From an optimization exercise on the open Yosys and OpenROAD flow, aimed at small area and a short achievable clock period; shortcuts taken in it are not production practice.
The RTL was checked by simulation tests, not by an equivalence proof against the original design.
Power figures rest on the tool's default switching activity, not on a simulated workload.

Design conv_out_ctrl, start of the top module:
module conv_out_ctrl (
  input  logic                clk,
  input  logic                rst,
  input  logic [conv_pkg::M_BITS-1:0] in_data,
  input  logic [2*conv_pkg::O_BITS-1:0] in_user,
  input  logic                in_last,
  input  logic                in_valid,
  output logic                in_ready,
  output logic [conv_pkg::M_BITS-1:0] out_data,
  output logic                out_last,
  output logic                out_valid,
  input  logic                out_ready,
  output logic                err_range,
  output logic                err_miss
);
  localparam int N = conv_pkg::O_DIM;
  logic            drain_q;       
  logic [N-1:0]    rrow_q;        
  logic [N-1:0]    rcol_q;        
  logic            last_q;        
  logic            shown_valid_q; 
  conv_pkg::word_t dout_q;        
  conv_pkg::coord_t row, col;
  logic [N-1:0]    wrow, wcol;
  logic            acc, in_range;
  logic [conv_pkg::O_SIZE-1:0] we;
  conv_pkg::word_t rdata;
  logic            rvalid;
  logic            hs_out, done, advance;
  assign row = in_user[2*conv_pkg::O_BITS-1:conv_pkg::O_BITS];
  ...
For scale: about 3500 cells after synthesis, ~50 I/O pins.
clock: 5.5 ns
lec_check: 0
abc_clock_period_in_ps: 2500
cap_margin: 20
core_margin: 2
core_utilization: 75
cts_cluster_size: 25
setup_slack_margin: 2.5
slew_margin: 60
run.sh (not shown) runs the stock make flow with config.mk's settings and CLKGATE_MAP_FILE= SYNTH_SCRIPT=/design/flow/synth_recipe.tcl, a recipe that flattens the netlist after the stock synthesis.
Change:
ABC_CLOCK_PERIOD_IN_PS = default   (was 2500)
CORE_UTILIZATION = 40   (was 75)
CTS_CLUSTER_SIZE = default   (was 25)
SETUP_SLACK_MARGIN = 0.3   (was 2.5)
SLEW_MARGIN = 20   (was 60)
Effect: Utilization drops by 41 points. Worst hold slack stays flat. First-iteration DRC count shrinks by a quarter to a third. Final area went up slightly. Fmax decreases by roughly a tenth. Sequential share of layout area goes down by 0.49 points. Total power increases slightly. Critical path depth does not change. Wire length is about the same.
Change:
ABC_CLOCK_PERIOD_IN_PS = 2500   (was default)
CORE_UTILIZATION = 60   (was 40)
SETUP_SLACK_MARGIN = 2.5   (was 0.3)
SLEW_MARGIN = 60   (was 20)
Area after synthesis does not change.
Worst setup slack gains 500 ps.
Count of clock-buffer cells in the layout went up by 5.
Die area drops by a quarter to a third.
Worst hold slack barely changes.
Wire length increases slightly.
Synthesized cell count is unchanged.
Via count goes up by a few percent.
Change:
ABC_CLOCK_PERIOD_IN_PS = default   (was 2500)
CORE_UTILIZATION = 40   (was 60)
SETUP_SLACK_MARGIN = 3.0   (was 2.5)
SLEW_MARGIN = 20   (was 60)
=> The new run finished clean. Via count came out higher by 0.75%. Global-route usage came out lower by 11 points. Final area came out higher by 4.6%. Wire length came out higher by 5.6%. Total power came out higher by 0.75%. Core utilization came out lower by 21 points. Non-clock buffer count came out higher by 81. Die area came out higher by 49%. Clock-buffer cell count came out lower by 19. First-iteration DRC count came out lower by 5.6%. Synthesized area does not change.

========
Another version of the RTL of conv_out_ctrl (not shown whole).
For scale: about 1800 flip-flops, ~50 I/O pins.
clock: 5.5 ns
lec_check: 0
cap_margin: 20
core_margin: 2
core_utilization: 65
setup_slack_margin: 3.1
slew_margin: 60
standard.sh (not shown) runs the stock make flow with config.mk's settings and CLKGATE_MAP_FILE= SYNTH_SCRIPT=/design/flow/synth_recipe.tcl, a recipe that flattens the netlist after the stock synthesis.
==> flow/flow/run.sh <==
#!/bin/bash
# Standard ORFS layout, except that the port buffers start as buf_4
# (resizable within the buf footprint) instead of the default pick.
set -euo pipefail
bash standard.sh BUFFER_PORTS_ARGS="-buffer_cell sky130_fd_sc_hd__buf_4" finish > orfs_make.log 2>&1
The first run finished clean.
Change:
CORE_UTILIZATION = 60   (was 65)
SETUP_SLACK_MARGIN = 3.05   (was 3.1)
SLEW_MARGIN = 40   (was 60)
The changed run completed without violations.
Clock power stays flat.
Clock-buffer cell count went down by 3.
Utilization decreases by 5.7 points.
Critical path depth drops by 1.
Worst setup slack improves by 0.0088 ns.
Combinational power came out lower by 23%.
Maximum frequency grows by 0.35%.
Clock skew stays flat.
Wire length came out higher by 3.3%.
Global-route usage shrinks by 2.4 points.
Register-to-register slack stays flat.
Change:
CTS_CLUSTER_DIAMETER = 90   (was unset)
CTS_CLUSTER_SIZE = 26   (was unset)
SLEW_MARGIN = 60   (was 40)
=> Core utilization goes down by 2.7 points. Power falls by about 18%. Global-route usage fell by 0.55 points. Synthesized area is unchanged. Clock power decreases by 41%. Via count drops by 2.1%. Flip-flop and latch count stays the same. Cell count came out lower by 3.1%.
Change:
CTS_CLUSTER_DIAMETER = unset   (was 90)
CTS_CLUSTER_SIZE = unset   (was 26)
SETUP_SLACK_MARGIN = 3.1   (was 3.05)
Outcome:
- sequential power hardly moves
- total power rises by 21%
- sequential share of layout area falls by 3.4 points
- synthesized cell count stays the same
- wire length rises by 0.76%
- design area rises by 4.9%
- clock skew falls by 0.012 ns
- fmax rises by 0.87%

========
Another version of the RTL of conv_out_ctrl (not shown whole).
For scale: ~66000 sq um of cells after synthesis.
// conv_out_ctrl
module conv_out_ctrl (
  input  logic                clk,
  input  logic                rst,
  input  logic [conv_pkg::M_BITS-1:0] in_data,
  input  logic [2*conv_pkg::O_BITS-1:0] in_user,
  input  logic                in_last,
  input  logic                in_valid,
  output logic                in_ready,
  output logic [conv_pkg::M_BITS-1:0] out_data,
  output logic                out_last,
  output logic                out_valid,
  input  logic                out_ready,
  output logic                err_range,
  output logic                err_miss
);
Settings: LEC_CHECK=0, CAP_MARGIN=20, CORE_MARGIN=2, CORE_UTILIZATION=60, PLACE_DENSITY=0.5, SETUP_SLACK_MARGIN=3.05, SLEW_MARGIN=40; clock period 5.5 ns.
Scripts as last shown in full above: flow/flow/run.sh
Change:
- PLACE_DENSITY: 0.5 -> default
- SETUP_SLACK_MARGIN: 3.05 -> 3.15
- SLEW_MARGIN: 40 -> 60
Result: Core utilization goes up by 0.92 points; total power goes down slightly; global-route usage goes up by 0.58 points; cell count goes up slightly; sequential cell count is unchanged; synthesized area is unchanged; routed wire length goes up slightly.
Change:
- SETUP_SLACK_MARGIN: 3.15 -> 3.0
Clock-buffer cell count falls by 11.
Design area falls slightly.
Non-clock buffer count shrinks by 22.
Final cell count barely changes.
Worst setup slack gets worse by 0.13 ns.
Change:
- PLACE_DENSITY: default -> 0.8
- SETUP_SLACK_MARGIN: 3.0 -> 3.1
=> The changed run finished with timing, DRC and antenna clean. Clock-buffer cell count drops by 28. Sequential cell count stays the same. Worst setup slack gains 0.096 ns. Sequential share of layout area climbs by 0.47 points. First-iteration DRC count climbs by a quarter to a third. Cell area drops slightly.

========
== the reference run ==
Another version of the RTL of conv_out_ctrl (not shown whole).
Size: about 3700 cells after synthesis, ~1800 flip-flops, ~50 I/O pins, about 65000 um^2 of cells after synthesis.
==> flow/config.mk <==
export PLATFORM = sky130hd
export DESIGN_NAME = conv_out_ctrl
export DESIGN_NICKNAME = conv_out_ctrl
export VERILOG_FILES = /design/flow/design.v
export SDC_FILE = /design/flow/constraint.sdc
export NUM_CORES = 4
export LEC_CHECK = 0
export CAP_MARGIN = 20
export CORE_MARGIN = 2
export CORE_UTILIZATION = 60
export SETUP_SLACK_MARGIN = 3.0
export SLEW_MARGIN = 30
==> flow/constraint.sdc <==
create_clock -name core_clock -period 5.5 [get_ports {clk}]
set_input_delay 1.1000 -clock core_clock [delete_from_list [all_inputs] [get_ports {clk}]]
set_output_delay 1.1000 -clock core_clock [all_outputs]
set_load 0.01 [all_outputs]
Scripts as last shown in full above: flow/flow/run.sh
For the trial run, these inputs were changed with respect to the reference run:
- swapping 30 for 60 in SLEW_MARGIN
- swapping 60 for 68 in CORE_UTILIZATION
Findings:
- The wire length after detailed routing in the trial run sits 1.2% below the value recorded for the reference run.
- The trial run: starting density of the core is 8.4 points higher than what the reference run reported.
- Between the trial run and the reference run, it is the trial run whose wire length of the first global-routing pass is lower, by about 1.7%.
- The trial run vs the reference run: total placed instance area up slightly
- The reference run → the trial run: register-to-register slack decreased 0.05 ns; fraction of met1 tracks used by global routing increased 3.6 points; number of vias in the routed layout increased about 2.6%.
- The layout buffer count excluding clock buffers in the trial run is 1.3 times that in the reference run.
- Comparing the trial run and the reference run, the higher CTS buffer count was measured on the reference run.
- Count of fill cells added during filler insertion | the trial run below the reference run
- In the trial run the register share of the cell area turned out 0.65 points lower than in the reference run.

========
conv_out_ctrl, a different RTL version from the one above (not shown whole).
For scale: ~3500 cells after synthesis, roughly 1700 flip-flops, ~63000 µm² of cells after synthesis.
Design conv_out_ctrl, start of the top module:
module conv_out_ctrl (
  input  logic                clk,
  input  logic                rst,
  input  logic [conv_pkg::M_BITS-1:0] in_data,
  input  logic [2*conv_pkg::O_BITS-1:0] in_user,
  input  logic                in_last,
  input  logic                in_valid,
  output logic                in_ready,
  output logic [conv_pkg::M_BITS-1:0] out_data,
  output logic                out_last,
  output logic                out_valid,
  input  logic                out_ready,
  output logic                err_range,
  output logic                err_miss
);
==> flow/config.mk <==
export PLATFORM = sky130hd
export DESIGN_NAME = conv_out_ctrl
export DESIGN_NICKNAME = conv_out_ctrl
export VERILOG_FILES = /design/flow/design.v
export SDC_FILE = /design/flow/constraint.sdc
export NUM_CORES = 4
export LEC_CHECK = 0
export ABC_CLOCK_PERIOD_IN_PS = 2200
export CAP_MARGIN = 20
export CORE_MARGIN = 2
export CORE_UTILIZATION = 60
export CTS_BUF_LIST = sky130_fd_sc_hd__clkbuf_8
export SETUP_SLACK_MARGIN = 3.2
export SLEW_MARGIN = 60
==> flow/constraint.sdc <==
create_clock -name core_clock -period 5.5 [get_ports {clk}]
set_input_delay 1.1000 -clock core_clock [delete_from_list [all_inputs] [get_ports {clk}]]
set_output_delay 1.1000 -clock core_clock [all_outputs]
set_load 0.01 [all_outputs]
Scripts as last shown in full above: flow/flow/run.sh
Then changed:
--- a/flow/config.mk
+++ b/flow/config.mk
@@ -8 +7,0 @@
-export ABC_CLOCK_PERIOD_IN_PS = 2200
@@ -11,3 +10,2 @@
-export CORE_UTILIZATION = 60
-export CTS_BUF_LIST = sky130_fd_sc_hd__clkbuf_8
-export SETUP_SLACK_MARGIN = 3.2
+export CORE_UTILIZATION = 72
+export SETUP_SLACK_MARGIN = 2.85
=> The changed run went through all stages and came out clean. Cell area came out lower by about 1.4%. Total power rose by about 5%. Clock-buffer cell count goes down by 90.

## re-timing with driven ports
No port has a modelled driver above. Below, the same layouts with a new extraction and two added sets of constraints.
Step 1 (the two cells are an assumption about what drives the block):
set clk [get_ports {clk}]
set_driving_cell -lib_cell sky130_fd_sc_hd__clkbuf_16 $clk
set_driving_cell -lib_cell sky130_fd_sc_hd__buf_2 [delete_from_list [all_inputs] $clk]
Step 2 adds t to the input delays and takes it off the output delays; t is the mean of the earliest and latest rising clock arrival at the registers after step 1. Input paths then give back, and output paths get back, about the clock's delay inside the block.
Slacks: ideal / step 1 / step 2; pairs: ideal / step 1.
| run | t, ns | setup WS [ns] | worst register clock-pin slew, ns | cell pins on the clock port's net |
|---|---|---|---|---|
| the first run of note 1 | 0.832 | 2.312 / 2.361 / 1.530 | 0.07 / 0.07 | 1 |
| the second run of note 1 | 0.855 | 1.955 / 1.955 / 1.156 | 0.07 / 0.07 | 1 |
| the third run of note 1 | 0.852 | 2.450 / 2.450 / 1.681 | 0.06 / 0.06 | 1 |
| the fourth run of note 1 | 0.853 | 2.149 / 2.149 / 1.876 | 0.07 / 0.07 | 1 |
| the first run of note 2 | 0.849 | 3.001 / 3.001 / 2.455 | 0.07 / 0.07 | 1 |
| the second run of note 2 | 0.845 | 3.010 / 2.982 / 2.347 | 0.07 / 0.07 | 1 |
| the third run of note 2 | 0.770 | 3.044 / 2.994 / 2.448 | 0.11 / 0.11 | 1 |
| the fourth run of note 2 | 0.847 | 3.065 / 2.992 / 2.456 | 0.06 / 0.06 | 1 |
| the first run of note 3 | 0.859 | 2.952 / 2.952 / 2.309 | 0.06 / 0.06 | 1 |
| the second run of note 3 | 0.837 | 2.969 / 2.969 / 2.365 | 0.06 / 0.06 | 1 |
| the third run of note 3 | 0.855 | 2.842 / 2.842 / 2.327 | 0.07 / 0.07 | 1 |
| the fourth run of note 3 | 0.862 | 2.937 / 2.937 / 2.338 | 0.07 / 0.07 | 1 |
| the reference run | 0.845 | 2.875 / 2.868 / 2.261 | 0.06 / 0.06 | 1 |
| the trial run | 0.849 | 2.825 / 2.825 / 2.348 | 0.07 / 0.07 | 1 |
| the first run of note 5 | 1.002 | 2.715 / 2.662 / 2.188 | 0.07 / 0.07 | 1 |
| the second run of note 5 | 0.833 | 2.652 / 2.652 / 2.017 | 0.07 / 0.07 | 1 |
After both steps every run listed still meets setup and hold. For the second run of note 1, which loses most, drivers alone change the setup slack by 0.000 ns; drivers and shift together by -0.799 ns.
